Source: an optimization exercise on an open RTL-to-GDS flow (aim: small area). Production flows keep margins and buffers that such runs may drop. Only simulation tests tie the RTL to the original design; equivalence was not proved. The clock port is modelled as an ideal driver; clocking choices that lean on that would not hold on a real chip. Power is estimated from default activity; no workload was simulated.

**config.mk**
```make
export PLATFORM = sky130hd
export DESIGN_NAME = adq_regs_top
export DESIGN_NICKNAME = adq_regs_top
export VERILOG_FILES = /design/flow/design.v
export SDC_FILE = /design/flow/constraint.sdc
export NUM_CORES = 4
export LEC_CHECK = 0
export CAP_MARGIN = 20
export CORE_MARGIN = 2
export CORE_UTILIZATION = 65
export PLACE_DENSITY = 0.8
export SLEW_MARGIN = 20
export SYNTH_HIERARCHICAL = 1
export SYNTH_MINIMUM_KEEP_SIZE = 0
```
**constraint.sdc**
```tcl
create_clock -name core_clock -period 5.0 [get_ports {clk_i}]
set_input_delay 1.0000 -clock core_clock [delete_from_list [all_inputs] [get_ports {clk_i}]]
set_output_delay 1.0000 -clock core_clock [all_outputs]
set_load 0.01 [all_outputs]
```
**design.v**
```verilog
`timescale 1ns/1ps
`default_nettype none
module adq_regs_top (
    input  wire                                clk_i,
    input  wire                                rst_i,
    input  wire [15-1:0]              paddr_i,
    input  wire                                psel_i,
    input  wire                                penable_i,
    input  wire                                pwrite_i,
    input  wire [16-1:0]              pwdata_i,
    output wire [16-1:0]              prdata_o,
    output wire                                pready_o,
    output wire                                pslverr_o,
    input  wire [8*16-1:0]   user_status_i,
    output wire [8*16-1:0]  user_ctrl_o,
    output wire [8-1:0]              user_strobe_o,
    output wire [36-1:0]                   sys_o,
    output wire [2*64-1:0]  cal_o,
    output wire [3-1:0]                idelay_o
);
    localparam int DW = 16;
    localparam int NW       = 23;
    localparam int W_CTRL   = 0;
    localparam int W_SKIP   = 8;
    localparam int W_IDELAY = 9;
    localparam int W_AFE    = 10;
    localparam int W_DECIM  = 11;
    localparam int W_LED    = 12;
    localparam int W_PD     = 13;
    localparam int W_DF     = 14;
    localparam int W_CAL    = 15;    
    function automatic logic [15-1:0] waddr(int w);
        case (w)
            W_SKIP:   waddr = 15'h2AA0;
            W_IDELAY: waddr = 15'h2AA1;
            W_AFE:    waddr = 15'h2AA2;
            W_DECIM:  waddr = 15'h2AA3;
            W_LED:    waddr = 15'h2AAA;
            W_PD:     waddr = 15'h2AAB;
            W_DF:     waddr = 15'h2AAC;
            15:       waddr = 15'h2AB0;
            16:       waddr = 15'h2AB0 + 1;
            17:       waddr = 15'h2AC0;
            18:       waddr = 15'h2AC0 + 1;
            19:       waddr = 15'h2AD0;
            20:       waddr = 15'h2AD0 + 1;
            21:       waddr = 15'h2AD2;
            22:       waddr = 15'h2AD2 + 1;
            default:  waddr = 15'h0030 + w[14:0];
        endcase
    endfunction
    function automatic int wwidth(int w);
        case (w)
            W_IDELAY: wwidth = 3;
            W_AFE:    wwidth = 4;
            W_DECIM:  wwidth = 9;
            W_LED:    wwidth = 3;
            W_PD:     wwidth = 2;
            W_DF:     wwidth = 2;
            default:  wwidth = DW;
        endcase
    endfunction
    function automatic logic [DW-1:0] wreset(int w);
        case (w)
            15, 16:  wreset = 16'sd1024;
            17, 18:  wreset = 16'sd0;
            19, 20:  wreset = 16'sd8191;
            21, 22:  wreset = (-16'sd8192);
            default: wreset = '0;
        endcase
    endfunction
    logic setup_q;
    logic done;
    logic wr;
    always_ff @(posedge clk_i) begin
        setup_q <= psel_i && !penable_i && !rst_i;
    end
    assign done = psel_i && penable_i && !setup_q && !rst_i;
    assign wr   = done && pwrite_i;
    logic [NW-1:0] hit;
    logic [3:0]    hit_ver;
    logic [7:0]    hit_status;
    logic          mapped;
    logic          read_only;
    always_comb begin
        for (int w = 0; w < NW; w++) begin
            hit[w] = (paddr_i == waddr(w));
        end
        for (int v = 0; v < 4; v++) begin
            hit_ver[v] = (paddr_i == 15'h0000 + v);
        end
        for (int s = 0; s < 8; s++) begin
            hit_status[s] = (paddr_i == 15'h0020 + s);
        end
    end
    assign read_only = |hit_ver || |hit_status;
    assign mapped    = |hit || read_only;
    assign pready_o  = done;
    assign pslverr_o = done && (!mapped || (pwrite_i && read_only));
    logic [NW-1:0]    we;
    logic [NW-1:0]    hold;
    logic [NW*DW-1:0] word_flat;
    logic [NW*DW-1:0] word_next;
    logic [DW-1:0]    word_q [NW];
    assign we     = {NW{wr}} & hit;
    assign hold   = ~(we | {NW{rst_i}});
    adq_word_next u_word_next (
        .set_i   (we),
        .hold_i  (hold),
        .rst_i   (rst_i),
        .data_i  (pwdata_i),
        .q_i     (word_flat),
        .d_o     (word_next)
    );
    for (genvar w = 0; w < NW; w++) begin : g_word
        localparam int WW = wwidth(w);
        for (genvar b = 0; b < DW; b++) begin : g_bit
            if (b < WW) begin : g_used
                logic q;
                always_ff @(posedge clk_i) begin
                    q <= word_next[w*DW + b];
                end
                assign word_q[w][b] = q;
            end else begin : g_unused
                assign word_q[w][b] = 1'b0;
            end
        end
        assign word_flat[w*DW +: DW] = word_q[w];
    end
    for (genvar i = 0; i < 8; i++) begin : g_ctrl_out
        assign user_ctrl_o[i*DW +: DW] = word_q[W_CTRL + i];
    end
    assign sys_o = {word_q[W_SKIP],
                    word_q[W_AFE][4-1:0],
                    word_q[W_DECIM][9-1:0],
                    word_q[W_LED][3-1:0],
                    word_q[W_PD][2-1:0],
                    word_q[W_DF][2-1:0]};
    for (genvar ch = 0; ch < 2; ch++) begin : g_cal_out
        assign cal_o[ch*64 +: 64] = {word_q[W_CAL + ch],
                                                       word_q[W_CAL + 2 + ch],
                                                       word_q[W_CAL + 4 + ch],
                                                       word_q[W_CAL + 6 + ch]};
    end
    logic [8-1:0] strobe_q;
    always_ff @(posedge clk_i) begin
        strobe_q <= we[W_CTRL +: 8];
    end
    assign user_strobe_o = strobe_q;
    logic [DW-1:0] rd_mux;
    logic [DW-1:0] rdata_q;
    logic          cap;
    assign cap = !penable_i;
    adq_rd_mux u_rd_mux (
        .sel_ver_i    (hit_ver & {4{cap}}),
        .sel_status_i (hit_status & {8{cap}}),
        .sel_word_i   (hit & {NW{cap}}),
        .status_i     (user_status_i),
        .word_i       (word_flat),
        .hold_i       (penable_i),
        .q_i          (rdata_q),
        .rd_o         (rd_mux)
    );
    always_ff @(posedge clk_i) begin
        rdata_q <= rd_mux;
    end
    assign prdata_o = rdata_q;
    logic       rise;
    logic       rise1_q;
    logic       rise2_q;
    logic       load_q;
    logic [1:0] tap_q;
    logic       tap_load;
    assign rise = we[W_IDELAY] && pwdata_i[2] && !word_q[W_IDELAY][2];
    assign tap_load = rise2_q || rst_i;
    always_ff @(posedge clk_i) begin
        rise1_q <= rise;
        rise2_q <= rise1_q;
        load_q  <= rise2_q && !rst_i;
        if (tap_load) begin
            tap_q <= word_q[W_IDELAY][1:0] & {2{!rst_i}};
        end
    end
    assign idelay_o = {load_q, tap_q};
endmodule
module adq_rd_mux (
    input  wire [4-1:0]           sel_ver_i,
    input  wire [8-1:0]            sel_status_i,
    input  wire [22:0]                      sel_word_i,
    input  wire [8*16-1:0] status_i,
    input  wire [23*16-1:0]        word_i,
    input  wire                             hold_i,
    input  wire [16-1:0]           q_i,
    output logic [16-1:0]          rd_o
);
    localparam int DW = 16;
    function automatic int wwidth(int w);
        case (w)
            9:       wwidth = 3;
            10:      wwidth = 4;
            11:      wwidth = 9;
            12:      wwidth = 3;
            13:      wwidth = 2;
            14:      wwidth = 2;
            default: wwidth = DW;
        endcase
    endfunction
    always_comb begin
        rd_o = {DW{hold_i}} & q_i;
        if (sel_ver_i[0]) rd_o = rd_o | {8'h07, 8'h01};
        if (sel_ver_i[1]) rd_o = rd_o | {6'h11, 4'h2, 6'h03};
        if (sel_ver_i[3]) rd_o = rd_o | {8'hA5, 8'h00};
        for (int s = 0; s < 8; s++) begin
            rd_o = rd_o | ({DW{sel_status_i[s]}} & status_i[s*DW +: DW]);
        end
        for (int w = 0; w < 23; w++) begin
            for (int b = 0; b < DW; b++) begin
                if (b < wwidth(w)) begin
                    rd_o[b] = rd_o[b] | (sel_word_i[w] & word_i[w*DW + b]);
                end
            end
        end
    end
endmodule
module adq_word_next (
    input  wire [22:0]                 set_i,
    input  wire [22:0]                 hold_i,
    input  wire                        rst_i,
    input  wire [16-1:0]      data_i,
    input  wire [23*16-1:0]   q_i,
    output logic [23*16-1:0]  d_o
);
    localparam int DW = 16;
    function automatic logic [DW-1:0] wreset(int w);
        case (w)
            15, 16:  wreset = 16'sd1024;
            17, 18:  wreset = 16'sd0;
            19, 20:  wreset = 16'sd8191;
            21, 22:  wreset = (-16'sd8192);
            default: wreset = '0;
        endcase
    endfunction
    function automatic int wwidth(int w);
        case (w)
            9:       wwidth = 3;
            10:      wwidth = 4;
            11:      wwidth = 9;
            12:      wwidth = 3;
            13:      wwidth = 2;
            14:      wwidth = 2;
            default: wwidth = DW;
        endcase
    endfunction
    always_comb begin
        d_o = '0;
        for (int w = 0; w < 23; w++) begin
            for (int b = 0; b < DW; b++) begin
                if (b >= wwidth(w)) begin
                end else if (wreset(w) & (1 << b)) begin
                    d_o[w*DW + b] = (set_i[w] & data_i[b]) | (hold_i[w] & q_i[w*DW + b]) | rst_i;
                end else begin
                    d_o[w*DW + b] = (set_i[w] & data_i[b]) | (hold_i[w] & q_i[w*DW + b]);
                end
            end
        end
    end
endmodule
`default_nettype wire
```
**flow/run.sh**
```bash
#!/bin/bash
set -euo pipefail
bash standard.sh "BUFFER_PORTS_ARGS=-buffer_cell sky130_fd_sc_hd__buf_1" \
  "CTS_ARGS=-sink_clustering_enable -repair_clock_nets -buf_list {sky130_fd_sc_hd__clkbuf_4} -sink_clustering_size 10 -sink_clustering_max_diameter 40 -dont_use_dummy_load" \
  "POST_CTS_TCL=$PWD/flow/post_cts.tcl" \
  finish > flow_make.log 2>&1
```
**flow/post_cts.tcl**
```tcl
estimate_parasitics -placement
set limit_ns 0.105
set drivers [dict create]
foreach pin [get_pins -hierarchical */CLK] {
  set worst 0.0
  foreach a {max} { foreach e {rise fall} {
    set s [get_property $pin slew_${a}_$e]
    if {[string is double -strict $s] && $s > $worst} { set worst $s }
  } }
  if {$worst > $limit_ns} {
    set net [get_nets -of_objects $pin]
    foreach dp [get_pins -of_objects $net -filter "direction==output"] {
      dict set drivers [get_full_name [get_cells -of_objects $dp]] 1
    }
  }
}
set next {sky130_fd_sc_hd__clkbuf_1 sky130_fd_sc_hd__clkbuf_2 sky130_fd_sc_hd__clkbuf_2 sky130_fd_sc_hd__clkbuf_4 sky130_fd_sc_hd__clkbuf_4 sky130_fd_sc_hd__clkbuf_8 sky130_fd_sc_hd__clkbuf_8 sky130_fd_sc_hd__clkbuf_16}
foreach name [dict keys $drivers] {
  set inst [get_cells $name]
  set master [get_property $inst ref_name]
  set i [lsearch -exact $next $master]
  if {$i >= 0 && $i + 1 < [llength $next] && $master ne "sky130_fd_sc_hd__clkbuf_16"} {
    set to [lindex $next [expr {$i + 1}]]
    if {$to eq $master} { set to [lindex $next [expr {$i + 2}]] }
    puts "post_cts: $name $master -> $to"
    replace_cell $inst $to
  }
}
detailed_placement
check_placement -verbose
estimate_parasitics -placement
```
**standard.sh**
```bash
#!/bin/bash
# synth_recipe.tcl (not shown) runs the flow's synth.tcl, then flattens the netlist and writes it again
# the make line also repeats each setting of config.mk as NAME=value (left out here)
make -C /OpenROAD-flow-scripts/flow DESIGN_CONFIG=/design/flow/config.mk WORK_HOME=/design/flow/orfs CLKGATE_MAP_FILE= SYNTH_SCRIPT=/design/flow/synth_recipe.tcl "${@:-finish}"
```
==> qor.txt, run 1 <==
Met3 Resource Use GR: 23.10%
Min cycle time layout: 3.704 ns
Clock Sinks: 325
Worst path required time: 4.00 ns
1st-iter DRT viols: 2903
GR peak layer: met2
Net Sw Frac: 26.32%
Power density over the cells: 276.0 nW/um2
Max_cap viols: 0
FMAX: 270.0 MHz
Multi-input gate area: 5729 um2
Vias: 14810
Io pins: 485
DP HPWL: 48790 um
Outcome: timing/DRC/antenna clean
Cell Area, Placed: 14970 um2
Final setup violating endpoints: 0
Crit end category: output pin
Max-slew headroom at the worst pin: 16.12%
Fraction of layout instances using a drive strength above 1: 10.34%
Post-DR wirelength/cell: 34.63 um
Combinational share of power: 6.9%
Worst vdd ir: 223.1 uV
Worst-path clk slew: 0.07 ns
Design area: 15360 um2
Grt total ovfl: 0
Die Y: 156.8 um
Detail Route Antenna Nets: 0
RSZ-0062 raised after global routing: false
Crit Path Category: in2out
First-pass GRT wire length: 93800 um
Data arrival time of the worst path: 2.70 ns
Largest net degree at the start of global routing: 63
Util after Layout: 67.42%
Tcrit/Tclk final: 74.08%
Worst-margin pin slew: 1.257 ns
Worst hold path type: reg2reg
Net Count, Synth: 1679
Synthesized area: 15170 um2
Drt first pass iters: 8
TritonCTS clock tree: done
Nets: 1819
Worst Setup Start Kind: input port
Vias per cell: 7.520
Worst Path Max Fanout: 9
Setup Skew: 0.1039 ns
GRT Overall Usage: 53.05%
Reg power frac: 62.3%
Core area: 22780 um2
DRC errors left: 0
Clock group share of total power: 30.8%
Final Max Slew Viols: 0
Fill cells: 1896
DRT Wirelength: 68180 um
Die width: 156.8 um
Met2 GRT Util: 72.87%
Net Sw Power: 0.001115 W
Core Rows: 55
Setup TNS: 0 ns
Number of global-route vias before repair: 13570
Fin. Hold Viols: 0
Reg area: 6526 um2
Met1 Usage GRT: 68.33%
Buffers on Ports: 484
Total of warnings raised by yosys: 10
Initial antenna violation count: 3
Area growth from synthesis to layout: 1.237%
Mean Syn Cell Area: 10.01 um2
Effective utilization at floorplan: 66.59%
Post-Syn Instances: 1515
Internal power: 0.003122 W
Final GP Congestion: 1.084
Leak Pwr: 5.515 nW
Die area: 24570 um2
Clock latency at the later pin of the worst-skew pair: 0.73 ns
layer usage:
metal / up-vias / part of all wire, %
met3: 409 / 18
met5: - / 0
met2: 1810 / 40
met1: 6852 / 35
met4: 0 / 7.2
li1: 5735 / -
path summary, 6_finish.rpt:
kind,startpoint,to,slack [ns],depth (start not counted)
setup / recovery,paddr_i[8],pslverr_o,1.30,6
hold reg to reg,rise1_q$_DFF_P_,rise2_q$_DFF_P_,0.34,0
hold / removal,rise1_q$_DFF_P_,rise2_q$_DFF_P_,0.34,0
setup reg to reg,setup_q$_DFF_P_,g_word[15].g_bit[10].g_used.q$_DFF_P_,2.37,7
stage by stage:
stage / instances / hold slack (ns) / total power, W / setup slack, ns
final: 1969 / 0.3421 / 0.004238 / 1.296
after global routing: 1969 / 0.3505 / 0.004316 / 1.124
after detailed placement: 1921 / 0.3240 / 0.002967 / 1.099
after global placement: 1921 / 0.3208 / 0.002967 / 1.239
after floorplan: 1515 / 0.3096 / 0.002843 / 1.917
cell type report:
| class | count | area share [%] |
|---|---|---|
| clock buffers | 44 | 2.314 |
| inverters | 3 | 0.07333 |
| repair buffers | 552 | 15.20 |
| multi-input cells | 729 | 37.31 |
| diodes | 3 | 0.04889 |
| well taps | 313 | 2.550 |
| flip-flops and latches | 325 | 42.50 |
critical path, stage by stage:
cell,delay (ns)
buf_1,0.09
nor4_4,0.67
nand3_2,0.44
o21ai_0,0.27
nor4_1,0.08
buf_1,0.15
layout by cell type, fill, tap and decap left out, types with 2 or more instances in the layout:
| cell type | instances |
|---|---|
| clkbuf_8 | 4 |
| nor3b_1 | 3 |
| nand3_1 | 11 |
| a221o_2 | 6 |
| dfxtp_1 | 323 |
| nor4_2 | 2 |
| a22o_1 | 298 |
| nor3_2 | 13 |
| a22oi_1 | 119 |
| nor2_1 | 59 |
| a221oi_2 | 2 |
| or3_1 | 6 |
| a221oi_1 | 40 |
| or2_2 | 5 |
| nand2_1 | 10 |
| nor4_1 | 2 |
| a221o_1 | 28 |
| nand4_1 | 48 |
| nor2b_1 | 9 |
| clkbuf_4 | 40 |
| a21oi_1 | 9 |
| clkbuf_2 | 3 |
| buf_1 | 481 |
| inv_1 | 3 |
| a22o_2 | 3 |
| or3_4 | 3 |
| buf_4 | 67 |
| nor3_1 | 5 |
| o21ai_0 | 3 |
| diode_2 | 3 |
| nor2_2 | 12 |
| edfxtp_1 | 2 |
| a222oi_1 | 9 |
| a211oi_1 | 2 |
state kept, by name (all words and copies together), names as in the netlist:
| signal | count |
|---|---|
| g_word.g_bit.g_used.q | 295 |
| setup_q | 1 |
| rdata_q | 16 |
| load_q | 1 |
| strobe_q | 8 |
| rise1_q | 1 |
| tap_q | 2 |
| rise2_q | 1 |
power groups by stage:
stage / clock network (W) / logic, W / registers, W
finish: 0.00131 / 0.000291 / 0.00264
global route: 0.00138 / 0.000293 / 0.00264
detailed placement: 0 / 0.000270 / 0.00270
global placement: 0 / 0.000270 / 0.00270
floorplan: 0 / 0.000161 / 0.00268
==> run 2, diff against run 1 <==
==> flow/run.sh (replaced) <==
#!/bin/bash
set -euo pipefail
bash standard.sh "BUFFER_PORTS_ARGS=-buffer_cell sky130_fd_sc_hd__buf_1" \
  "CTS_ARGS=-sink_clustering_enable -repair_clock_nets -buf_list {sky130_fd_sc_hd__clkbuf_4} -sink_clustering_size 14 -sink_clustering_max_diameter 50 -dont_use_dummy_load" \
  "POST_CTS_TCL=$PWD/flow/post_cts.tcl" \
  finish > flow_make.log 2>&1
==> qor.txt, run 2 <==
Outcome: timing/DRC/antenna clean
Net Count, Synth: 1679
First-pass GRT wire length: 94120 um
Nets: 1811
Worst Hold End: rise2_q$_DFF_P_
TritonCTS clock tree: done
Setup Skew: 0.07923 ns
Buffers on Ports: 484
Die width: 156.8 um
Worst reg2reg path depth: 7
Design area: 15390 um2
Hold Path Depth: 0
Effective utilization at floorplan: 66.59%
Largest registers: g_word.g_bit.g_used.q (295), rdata_q (16), strobe_q (8)
Core area: 22780 um2
Worst hold path type: reg2reg
RSZ-0062 raised after global routing: false
Core Rows: 55
Grt total ovfl: 0
CP max stage delay: 0.67 ns
Slowest cell on the critical path: nor4_4
Total of warnings raised by yosys: 10
Synthesized area: 15170 um2
Vias: 14910
Most frequent cells in the layout: 481 x buf_1, 323 x dfxtp_1, 298 x a22o_1
Number of flip-flops in the largest register: 295
Worst Setup Start Kind: input port
Final Non-Filler Cells: 1960
Leak Pwr: 5.518 nW
Drt first pass iters: 9
Final GP Congestion: 1.084
CP startpoint: paddr_i[8]
Initial antenna violation count: 2
Clock Sinks: 325
Smallest hold slack: 0.3457 ns
Max-slew headroom at the worst pin: 20.20%
1st-iter DRT viols: 3161
Most frequent CP cell: buf_1
DP HPWL: 48790 um
Vias per cell: 7.609
Mean Syn Cell Area: 10.01 um2
Worst-path cell chain: buf_1, nor4_4, nand3_2, o21ai_0, nor4_1, buf_1
Post-Syn Instances: 1515
Number of global-route vias before repair: 13600
R2r endpoint: g_word[15].g_bit[10].g_used.q$_DFF_P_
Worst Path Max Fanout: 9
Worst vdd ir: 246.2 uV
GRT Overall Usage: 53.23%
Setup TNS: 0 ns
Crit end category: output pin
Reg area: 6526 um2
Die area: 24570 um2
Cell Area, Placed: 14970 um2
Util after Layout: 67.57%
Detail Route Antenna Nets: 0
Final Max Slew Viols: 0
Area growth from synthesis to layout: 1.468%
Clock latency at the later pin of the worst-skew pair: 0.71 ns
DRC errors left: 0
Hold Startpoint: rise1_q$_DFF_P_
Placed cell count: 1921
Leading cell type in the layout, fill and taps excluded: buf_1
Tcrit/Tclk final: 73.89%
FMAX: 270.7 MHz
Fraction of layout instances using a drive strength above 1: 9.909%
DRT Wirelength: 68580 um
Min cycle time layout: 3.694 ns
Fin. Hold Viols: 0
Io pins: 485
Post-DR wirelength/cell: 34.99 um
Buf/Inv on CP: 2
WL met3: 12160 um
Largest net degree at the start of global routing: 63
R2R Path Start: setup_q$_DFF_P_
Final setup violating endpoints: 0
Power density over the cells: 278.8 nW/um2
Family with the most delay on the worst path: simple AND/OR/NAND/NOR gates
Multi-input gate area: 5729 um2
Worst path required time: 4.00 ns
Worst-margin pin slew: 1.197 ns
Fill cells: 1873
Met2 WL: 27070 um
Die Y: 156.8 um
Worst-path clk slew: 0.09 ns
R2R setup slack: 2.41 ns
Max layer used: met5
Most flop-heavy register: g_word.g_bit.g_used.q
Data arrival time of the worst path: 2.69 ns
Max_cap viols: 0
Met1 wire length: 23870 um
Crit Path Category: in2out
==> run 2: worst max-delay path by stage <==
stage / to / depth (start not counted)
final: pslverr_o / 6
after global routing: pslverr_o / 6
after detailed placement: g_word[15].g_bit[10].g_used.q$_DFF_P_ / 6
after global placement: rdata_q[7]$_DFF_P_ / 9
after floorplan: pslverr_o / 4
==> run 2: layout make-up <==
class                           instances  share of cell area [%]
Timing Repair Buffer                  553                   15.24
Inverter                                3                 0.07316
Multi-Input combinational cell        729                   37.22
Sequential cell                       325                   42.40
Tap cell                              313                   2.545
Antenna cell                            2                 0.03252
Clock buffer                           35                   2.479
==> run 2: per-layer routing <==
layer,global-route usage (%),up-vias
li1,-,5704
met1,69.57,6926
met2,73.06,1841
met3,21.43,440
met4,31.94,2
met5,1.863,-
==> run 2: power breakdown <==
group | leakage (nW) | switching, W | internal, W
clock | 0.210 | 0.000874 | 0.000485
combinational | 2.68 | 0.000217 | 0.0000759
sequential | 2.63 | 0.0000310 | 0.00261
==> run 2: stage by stage <==
stage	power (W)	setup slack [ns]
6_report	0.004291	1.306
5_1_grt	0.004361	1.130
2_1_floorplan	0.002843	1.917
3_3_place_gp	0.002967	1.239
3_5_place_dp	0.002967	1.099
==> run 2: worst reg2reg max path, delay by kind of cell, from the launching register on <==
kind	cells	cell delay (ns)
AND/OR/NAND/NOR	4	1.49
buffers and inverters	2	0.59
flip-flops	1	0.31
AO/OA/AOI/OAI	1	0.19
==> run 3, diff against run 2 <==
--- a/design.v
+++ b/design.v
@@ -82,15 +82,30 @@
     logic [7:0]    hit_status;
     logic          mapped;
     logic          read_only;
+    logic [2:0] blk;
+    logic [7:0] grp;
+    logic [7:0] idx;
+    assign blk[0] = paddr_i[14:6] == 9'h000;    
+    assign blk[1] = paddr_i[14:6] == 9'h0AA;    
+    assign blk[2] = paddr_i[14:6] == 9'h0AB;    
+    always_comb begin
+        for (int k = 0; k < 8; k++) begin
+            grp[k] = paddr_i[5:3] == k;
+            idx[k] = paddr_i[2:0] == k;
+        end
+    end
+    function automatic int wblk(logic [15-1:0] a);
+        wblk = (a[14:6] == 9'h000) ? 0 : (a[14:6] == 9'h0AA) ? 1 : 2;
+    endfunction
     always_comb begin
         for (int w = 0; w < NW; w++) begin
-            hit[w] = (paddr_i == waddr(w));
+            hit[w] = blk[wblk(waddr(w))] & grp[waddr(w) >> 3 & 7] & idx[waddr(w) & 7];
         end
         for (int v = 0; v < 4; v++) begin
-            hit_ver[v] = (paddr_i == 15'h0000 + v);
+            hit_ver[v] = blk[0] & grp[0] & idx[v];
         end
         for (int s = 0; s < 8; s++) begin
-            hit_status[s] = (paddr_i == 15'h0020 + s);
+            hit_status[s] = blk[0] & grp[4] & idx[s];
         end
     end
     assign read_only = |hit_ver || |hit_status;
==> flow/run.sh (replaced) <==
#!/bin/bash
set -euo pipefail
bash standard.sh "BUFFER_PORTS_ARGS=-buffer_cell sky130_fd_sc_hd__buf_1" \
  "CTS_ARGS=-sink_clustering_enable -repair_clock_nets -buf_list {sky130_fd_sc_hd__clkbuf_4} -sink_clustering_size 10 -sink_clustering_max_diameter 40 -dont_use_dummy_load" \
  "POST_CTS_TCL=$PWD/flow/post_cts.tcl" \
  "PRE_GLOBAL_PLACE_TCL=$PWD/flow/pre_gpl.tcl" \
  finish > flow_make.log 2>&1
==> flow/pre_gpl.tcl (new file) <==
# Placement-time repair: prefer small buffers for slew/cap fixes
set_dont_use [get_lib_cells {sky130_fd_sc_hd__buf_4 sky130_fd_sc_hd__buf_6 sky130_fd_sc_hd__buf_8 sky130_fd_sc_hd__buf_12 sky130_fd_sc_hd__buf_16}]
==> qor.txt, run 3 <==
Net Sw Frac: 26.15%
Internal power: 0.003106 W
Worst path required time: 4.00 ns
Clock Sinks: 325
Worst-margin pin slew: 1.308 ns
Mean Syn Cell Area: 10.00 um2
Met3 Resource Use GR: 20.13%
Die area: 24440 um2
Area growth from synthesis to layout: 1.443%
Most frequent cells in the layout: 481 x buf_1, 323 x dfxtp_1, 298 x a22o_1
Initial antenna violation count: 5
Slack of the critical path: 0.9250 ns
Worst Setup Start Kind: input port
Fraction of layout instances using a drive strength above 1: 6.459%
Hold Path Depth: 0
DRT Wirelength: 68180 um
Total power: 0.004205 W
Worst Hold End: rise2_q$_DFF_P_
Final setup violating endpoints: 0
Largest registers: g_word.g_bit.g_used.q (295), rdata_q (16), strobe_q (8)
Effective utilization at floorplan: 66.42%
Synthesized area: 15080 um2
Net Count, Synth: 1672
Multi-input gate area: 5605 um2
Reg area: 6526 um2
Die width: 156.3 um
Power density over the cells: 274.8 nW/um2
Min cycle time layout: 4.075 ns
Nets: 1807
Drt first pass iters: 9
R2R Path Start: setup_q$_DFF_P_
Tcrit/Tclk final: 81.50%
Max_cap viols: 0
Core Rows: 55
Fill cells: 1861
Data arrival time of the worst path: 3.07 ns
Post-Syn Instances: 1508
Reg power frac: 62.8%
RSZ-0062 raised after global routing: false
Grt total ovfl: 0
GR peak layer: met2
1st-iter DRT viols: 3066
Fin. Hold Viols: 0
Worst vdd ir: 295.2 uV
Smallest hold slack: 0.3527 ns
Hold Startpoint: rise1_q$_DFF_P_
Total of warnings raised by yosys: 10
R2R setup slack: 1.73 ns
Met2 GRT Util: 75.06%
FMAX: 245.4 MHz
Vias per cell: 7.640
Die Y: 156.3 um
Crit Path Category: in2out
Setup Skew: 0.09721 ns
R2r endpoint: g_word[7].g_bit[15].g_used.q$_DFF_P_
Net Sw Power: 0.001100 W
Worst hold path type: reg2reg
Largest net degree at the start of global routing: 63
DP HPWL: 49690 um
Final GP Congestion: 1.112
Buffers on Ports: 484
Clock latency at the later pin of the worst-skew pair: 0.71 ns
Io pins: 485
Max-slew headroom at the worst pin: 12.83%
Cell Area, Placed: 14920 um2
Most flop-heavy register: g_word.g_bit.g_used.q
Clock group share of total power: 30.5%
Final Max Slew Viols: 0
GRT Overall Usage: 52.93%
Met1 Usage GRT: 69.16%
Combinational share of power: 6.8%
Worst reg2reg path depth: 5
Setup slack after placement: 0.8866 ns
Vias: 14740
Number of global-route vias before repair: 13280
Detail Route Antenna Nets: 0
Worst-path clk slew: 0.10 ns
Worst Path Max Fanout: 7
Leading cell type in the layout, fill and taps excluded: buf_1
Crit end category: output pin
Setup TNS: 0 ns
Leak Pwr: 5.589 nW
Post-DR wirelength/cell: 35.34 um
Number of flip-flops in the largest register: 295
Outcome: timing/DRC/antenna clean
Design area: 15300 um2
Core area: 22710 um2
DRC errors left: 0
First-pass GRT wire length: 93250 um
TritonCTS clock tree: done
==> run 3: metrics by stage <==
step | cells | util, %
after floorplan | 1508 | -
after global placement | 1880 | 65.61
after detailed placement | 1881 | 65.70
after global routing | 1929 | 67.38
final | 1929 | 67.38
==> run 3: routing by layer <==
layer / wire length (um) / vias to the layer above
li1: - / 5682
met1: 23890 / 6859
met2: 27590 / 1801
met3: 11870 / 396
met4: 4834 / 0
met5: 0 / -
==> run 3: worst max-delay path by stage <==
stage | from | end | slack, ns | cells after the start
5_1_grt | penable_i | pslverr_o | 0.90 | 6
2_1_floorplan | paddr_i[2] | pslverr_o | 1.89 | 6
3_3_place_gp | paddr_i[10] | rdata_q[0]$_DFF_P_ | 0.94 | 9
3_5_place_dp | paddr_i[10] | rdata_q[10]$_DFF_P_ | 0.89 | 11
6_report | penable_i | pslverr_o | 0.93 | 6
==> run 3: final cells by class <==
class | count | share of cell area (%)
diodes | 3 | 0.04906
clock buffers | 44 | 2.241
inverters | 3 | 0.07360
multi-input cells | 719 | 36.63
flip-flops and latches | 325 | 42.65
well taps | 285 | 2.331
repair buffers | 550 | 16.02
==> run 3: worst max-delay path: stages <==
cell and delay (ns):
buf_1 0.39, nor4bb_1 0.62, dlygate4sd1_1 0.39, o21ai_0 0.15, nor3_1 0.32, buf_1 0.20
==> run 3: power by group through the flow <==
stage               clock network, W  registers [W]  logic (W)
floorplan                          0        0.00268   0.000159
global placement                   0        0.00270   0.000261
detailed placement                 0        0.00270   0.000264
global route                 0.00135        0.00264   0.000286
finish                       0.00128        0.00264   0.000284
==> run 4, diff against run 3 <==
==> flow/run.sh (replaced) <==
#!/bin/bash
set -euo pipefail
bash standard.sh "BUFFER_PORTS_ARGS=-buffer_cell sky130_fd_sc_hd__buf_1" \
  "CTS_ARGS=-sink_clustering_enable -repair_clock_nets -buf_list {sky130_fd_sc_hd__clkbuf_4} -sink_clustering_size 10 -sink_clustering_max_diameter 40 -dont_use_dummy_load" \
  "POST_CTS_TCL=$PWD/flow/post_cts.tcl" \
  finish > flow_make.log 2>&1
removed: flow/pre_gpl.tcl
==> qor.txt, run 4 <==
Post-DR wirelength/cell: 34.35 um
Vias: 14480
Final Non-Filler Cells: 1929
Vias per cell: 7.504
Clock Sinks: 325
Die area: 24440 um2
Core Rows: 55
Fill cells: 1932
Worst vdd ir: 220.5 uV
Die width: 156.3 um
Initial antenna violation count: 5
Total power: 0.004210 W
First-pass GRT wire length: 91220 um
Worst Setup Start Kind: input port
Number of global-route vias before repair: 12910
TritonCTS clock tree: done
Largest registers: g_word.g_bit.g_used.q (295), rdata_q (16), strobe_q (8)
Area growth from synthesis to layout: 0.4812%
Setup Skew: 0.1173 ns
1st-iter DRT viols: 2673
FMAX: 261.1 MHz
Final GP Congestion: 1.054
RSZ-0062 raised after global routing: false
Worst hold path type: reg2reg
Placed cell count: 1878
Total of warnings raised by yosys: 10
Number of flip-flops in the largest register: 295
Crit end category: output pin
Min cycle time layout: 3.830 ns
Worst-path clk slew: 0.10 ns
Fraction of layout instances using a drive strength above 1: 8.969%
Detail Route Antenna Nets: 0
Synthesized area: 15080 um2
Tcrit/Tclk final: 76.59%
Largest net degree at the start of global routing: 63
DRC errors left: 0
Core area: 22710 um2
Max-slew headroom at the worst pin: 17.59%
Mean Syn Cell Area: 10.00 um2
Grt total ovfl: 0
Net Count, Synth: 1672
DRT Wirelength: 66260 um
Worst Path Max Fanout: 19
Max_cap viols: 0
Post-Syn Instances: 1508
R2R setup slack: 2.30 ns
Most flop-heavy register: g_word.g_bit.g_used.q
Io pins: 485
Die Y: 156.3 um
Final setup violating endpoints: 0
Effective utilization at floorplan: 66.42%
Data arrival time of the worst path: 2.83 ns
Buffers on Ports: 484
GRT Overall Usage: 51.74%
Nets: 1805
Worst-margin pin slew: 1.232 ns
Clock latency at the later pin of the worst-skew pair: 0.72 ns
DP HPWL: 47500 um
Outcome: timing/DRC/antenna clean
Most frequent cells in the layout: 482 x buf_1, 323 x dfxtp_1, 298 x a22o_1
Leak Pwr: 5.450 nW
Drt first pass iters: 8
Worst path required time: 4.00 ns
Leading cell type in the layout, fill and taps excluded: buf_1
Power density over the cells: 277.8 nW/um2
Final Max Slew Viols: 0
Setup TNS: 0 ns
Fin. Hold Viols: 0
Crit Path Category: in2out
-- run 4: changes by cell type in the layout (fill, tap and decap cells not counted), moves of 2 or more --
| cell | previous run | this run |
|---|---|---|
| nor2_1 | 67 | 70 |
| dlygate4sd1_1 | 47 | 0 |
| buf_4 | 0 | 62 |
| clkdlybuf4s18_2 | 14 | 0 |
| bufbuf_8 | 3 | 0 |
| diode_2 | 3 | 5 |
| nor2_2 | 15 | 12 |
-- run 4: through the flow --
stage / hold slack, ns / utilization [%] / area (um2) / worst slack [ns]
floorplan: 0.3096 / - / 15080 / 1.886
global placement: 0.3212 / 64.97 / 14750 / 1.218
detailed placement: 0.3474 / 64.99 / 14760 / 1.104
global route: 0.3139 / 66.72 / 15150 / 1.126
finish: 0.3199 / 66.74 / 15160 / 1.170
-- run 4: path summary, 6_finish.rpt --
kind | cells after the start | from | to
max | 6 | paddr_i[2] | pslverr_o
min | 0 | rise1_q$_DFF_P_ | rise2_q$_DFF_P_
max reg2reg | 6 | setup_q$_DFF_P_ | g_word[7].g_bit[5].g_used.q$_DFF_P_
min reg2reg | 0 | rise1_q$_DFF_P_ | rise2_q$_DFF_P_
-- run 4: where the power goes --
part / internal [W] / switching (W)
combinational: 0.0000758 / 0.000203
clock: 0.000429 / 0.000863
sequential: 0.00261 / 0.0000298
-- run 4: final cells by class --
cell class                      count  area, um2  area share, %
Sequential cell                   325       6526          43.06
Tap cell                          285      356.6          2.353
Clock buffer                       44      349.1          2.303
Inverter                            3      11.26        0.07430
Antenna cell                        5      12.51        0.08256
Timing Repair Buffer              548       2311          15.25
Multi-Input combinational cell    719       5589          36.88
-- run 4: metal layers --
metal | wire, um | global-route usage (%)
met1 | 23510 | 69.85
met2 | 27060 | 72.39
met3 | 11790 | 19.05
met4 | 3882 | 26.04
met5 | 12 | 0
-- run 4: critical path: stages --
cell and delay [ns]:
buf_1 0.64, or3b_2 0.60, o21a_1 0.15, o21ai_0 0.19
nor3_1 0.10, buf_1 0.15
==> run 5, diff against run 4 <==
==> flow/run.sh (replaced) <==
#!/bin/bash
set -euo pipefail
bash standard.sh "BUFFER_PORTS_ARGS=-buffer_cell sky130_fd_sc_hd__buf_1" \
  "CTS_ARGS=-sink_clustering_enable -repair_clock_nets -buf_list {sky130_fd_sc_hd__clkbuf_4} -sink_clustering_size 10 -sink_clustering_max_diameter 40 -dont_use_dummy_load" \
  "POST_CTS_TCL=$PWD/flow/post_cts.tcl" \
  "PRE_GLOBAL_PLACE_TCL=$PWD/flow/pre_gpl.tcl" \
  finish > flow_make.log 2>&1
==> flow/pre_gpl.tcl (new file) <==
# Placement-time repair: buffer with buf_2 at most (upsizing drivers instead)
set_dont_use [get_lib_cells {sky130_fd_sc_hd__buf_4 sky130_fd_sc_hd__buf_6 sky130_fd_sc_hd__buf_8 sky130_fd_sc_hd__buf_12 sky130_fd_sc_hd__buf_16 sky130_fd_sc_hd__bufbuf_* sky130_fd_sc_hd__clkbuf_* sky130_fd_sc_hd__clkdlybuf* sky130_fd_sc_hd__dlygate* sky130_fd_sc_hd__dlymetal*}]
==> qor.txt, run 5 <==
Detail Route Antenna Nets: 0
Net Count, Synth: 1672
Internal power: 0.003111 W
Core Rows: 55
Largest net degree at the start of global routing: 37
Core area: 22710 um2
Power density over the cells: 281.0 nW/um2
Tcrit/Tclk final: 75.87%
Vias: 14550
Fin. Hold Viols: 0
Worst reg2reg path depth: 6
Initial antenna violation count: 5
DP HPWL: 49310 um
Die area: 24440 um2
Nets: 1816
GRT Overall Usage: 52.22%
R2R Path Start: setup_q$_DFF_P_
Design area: 15000 um2
Io pins: 485
Drt first pass iters: 6
First-pass GRT wire length: 91830 um
Die Y: 156.3 um
DRT Wirelength: 67410 um
Setup Skew: 0.07013 ns
Grt total ovfl: 0
Clock Sinks: 325
Number of global-route vias before repair: 13080
Final setup violating endpoints: 0
Worst-path clk slew: 0.10 ns
Die width: 156.3 um
Worst-margin pin slew: 1.377 ns
Leading cell type in the layout, fill and taps excluded: buf_1
Post-Syn Instances: 1508
Area growth from synthesis to layout: -0.5723%
Net Sw Power: 0.001103 W
Final Max Slew Viols: 0
Crit Path Category: in2reg
Clock group share of total power: 30.7%
Mean Syn Cell Area: 10.00 um2
Setup TNS: 0 ns
FMAX: 263.6 MHz
Leak Pwr: 5.303 nW
CP startpoint: paddr_i[10]
Worst vdd ir: 262.4 uV
Buffers on Ports: 484
Cell Area, Placed: 14610 um2
Worst setup endpoint: rdata_q[13]$_DFF_P_
Worst Path Max Fanout: 10
Crit end category: flip-flop
Worst Setup Start Kind: input port
Synthesized area: 15080 um2
DRC errors left: 0
Number of flip-flops in the largest register: 295
R2R setup slack: 2.09 ns
Data arrival time of the worst path: 4.38 ns
Fill cells: 1889
Reg power frac: 62.7%
Max_cap viols: 0
Most flop-heavy register: g_word.g_bit.g_used.q
Post-DR wirelength/cell: 34.71 um
Net Sw Frac: 26.17%
Worst hold path type: reg2reg
Clock latency at the later pin of the worst-skew pair: 0.68 ns
Multi-input gate area: 5600 um2
Worst path required time: 5.58 ns
Largest registers: g_word.g_bit.g_used.q (295), rdata_q (16), strobe_q (8)
Reg area: 6526 um2
R2r endpoint: g_word[7].g_bit[1].g_used.q$_DFF_P_
1st-iter DRT viols: 2858
Effective utilization at floorplan: 66.42%
Max-slew headroom at the worst pin: 7.883%
Total of warnings raised by yosys: 10
Fraction of layout instances using a drive strength above 1: 6.788%
TritonCTS clock tree: done
Most frequent cells in the layout: 531 x buf_1, 323 x dfxtp_1, 298 x a22o_1
Final GP Congestion: 1.047
Combinational share of power: 6.6%
Vias per cell: 7.491
Outcome: timing/DRC/antenna clean
RSZ-0062 raised after global routing: false
Min cycle time layout: 3.794 ns
-- run 5: worst min-delay path by stage --
| stage | from | end | slack (ns) | cells after the start |
|---|---|---|---|---|
| 2_1_floorplan | rise1_q$_DFF_P_ | rise2_q$_DFF_P_ | 0.31 | 0 |
| 3_5_place_dp | rise1_q$_DFF_P_ | rise2_q$_DFF_P_ | 0.32 | 0 |
| 6_report | rise1_q$_DFF_P_ | rise2_q$_DFF_P_ | 0.35 | 0 |
| 5_1_grt | rise1_q$_DFF_P_ | rise2_q$_DFF_P_ | 0.36 | 0 |
| 3_3_place_gp | rise1_q$_DFF_P_ | rise2_q$_DFF_P_ | 0.32 | 0 |
-- run 5: per-layer routing --
metal	wire [um]	track usage [%]	vias to the layer above
met1	24150	69.11	6800
met4	4035	26.61	0
met2	27350	72.83	1702
li1	-	-	5707
met3	11880	21.60	338
met5	0	0	-
-- run 5: critical path, stage by stage --
cell and delay (ns):
buf_1 0.12, nor4_4 0.47, nand4_1 0.59, or3b_1 0.58, nor2_1 0.81, buf_2 0.36
a22oi_1 0.09, nand4_1 0.21, nor2_1 0.07, nand4_1 0.08
-- run 5: area by class of cell --
cell class | count | share of cell area [%]
clock buffers | 45 | 2.336
repair buffers | 558 | 14.23
flip-flops and latches | 325 | 43.52
diodes | 7 | 0.1168
multi-input cells | 719 | 37.34
inverters | 3 | 0.07509
well taps | 285 | 2.378
-- run 5: through the flow --
step                total power, W  util (%)  std cells  setup WS, ns  hold slack (ns)
floorplan                 0.002840         -       1508         1.886           0.3096
global placement          0.002953     64.25       1889        0.8819           0.3163
detailed placement        0.002956     64.33       1890        0.8272           0.3197
global route              0.004294     66.01       1939         1.237           0.3578
finish                    0.004213     66.04       1942         1.207           0.3491
-- run 5: power groups by stage --
stage / sequential (W) / clock [W] / combinational [W]
global placement: 0.00270 / 0 / 0.000256
floorplan: 0.00268 / 0 / 0.000159
finish: 0.00264 / 0.00130 / 0.000278
global route: 0.00264 / 0.00137 / 0.000280
detailed placement: 0.00270 / 0 / 0.000259

[re-timing with driven ports]
Ports are ideal in the flow. The routed layouts listed here were re-timed in OpenROAD.
Step 1 (the two cells are an assumption about what drives the block):
set clk [get_ports {clk_i}]
set_driving_cell -lib_cell sky130_fd_sc_hd__clkbuf_16 $clk
set_driving_cell -lib_cell sky130_fd_sc_hd__buf_2 [delete_from_list [all_inputs] $clk]
Step 2 moves the port delays by t, midway between the first and last clock arrival at a register: inputs arrive t later, outputs are due t later. That takes back most of the time a late clock gives input paths.
a / b / c = no drivers / after step 1 / after step 2; a / b = the first two.
run	t, ns	setup slack, ns	worst slew at a driven data input, ns
run 1	0.724	1.296 / 1.273 / 0.964	0.10
run 2	0.714	1.306 / 1.282 / 0.904	0.10
run 3	0.713	0.925 / 0.903 / 0.659	0.09
run 4	0.712	1.170 / 1.144 / 0.852	0.09
run 5	0.708	1.206 / 1.231 / 0.523	0.10
After both steps setup and hold are still met in every run listed. The setup slack of run 5, which loses most, moves by +0.025 ns with the drivers and by -0.683 ns with both steps.
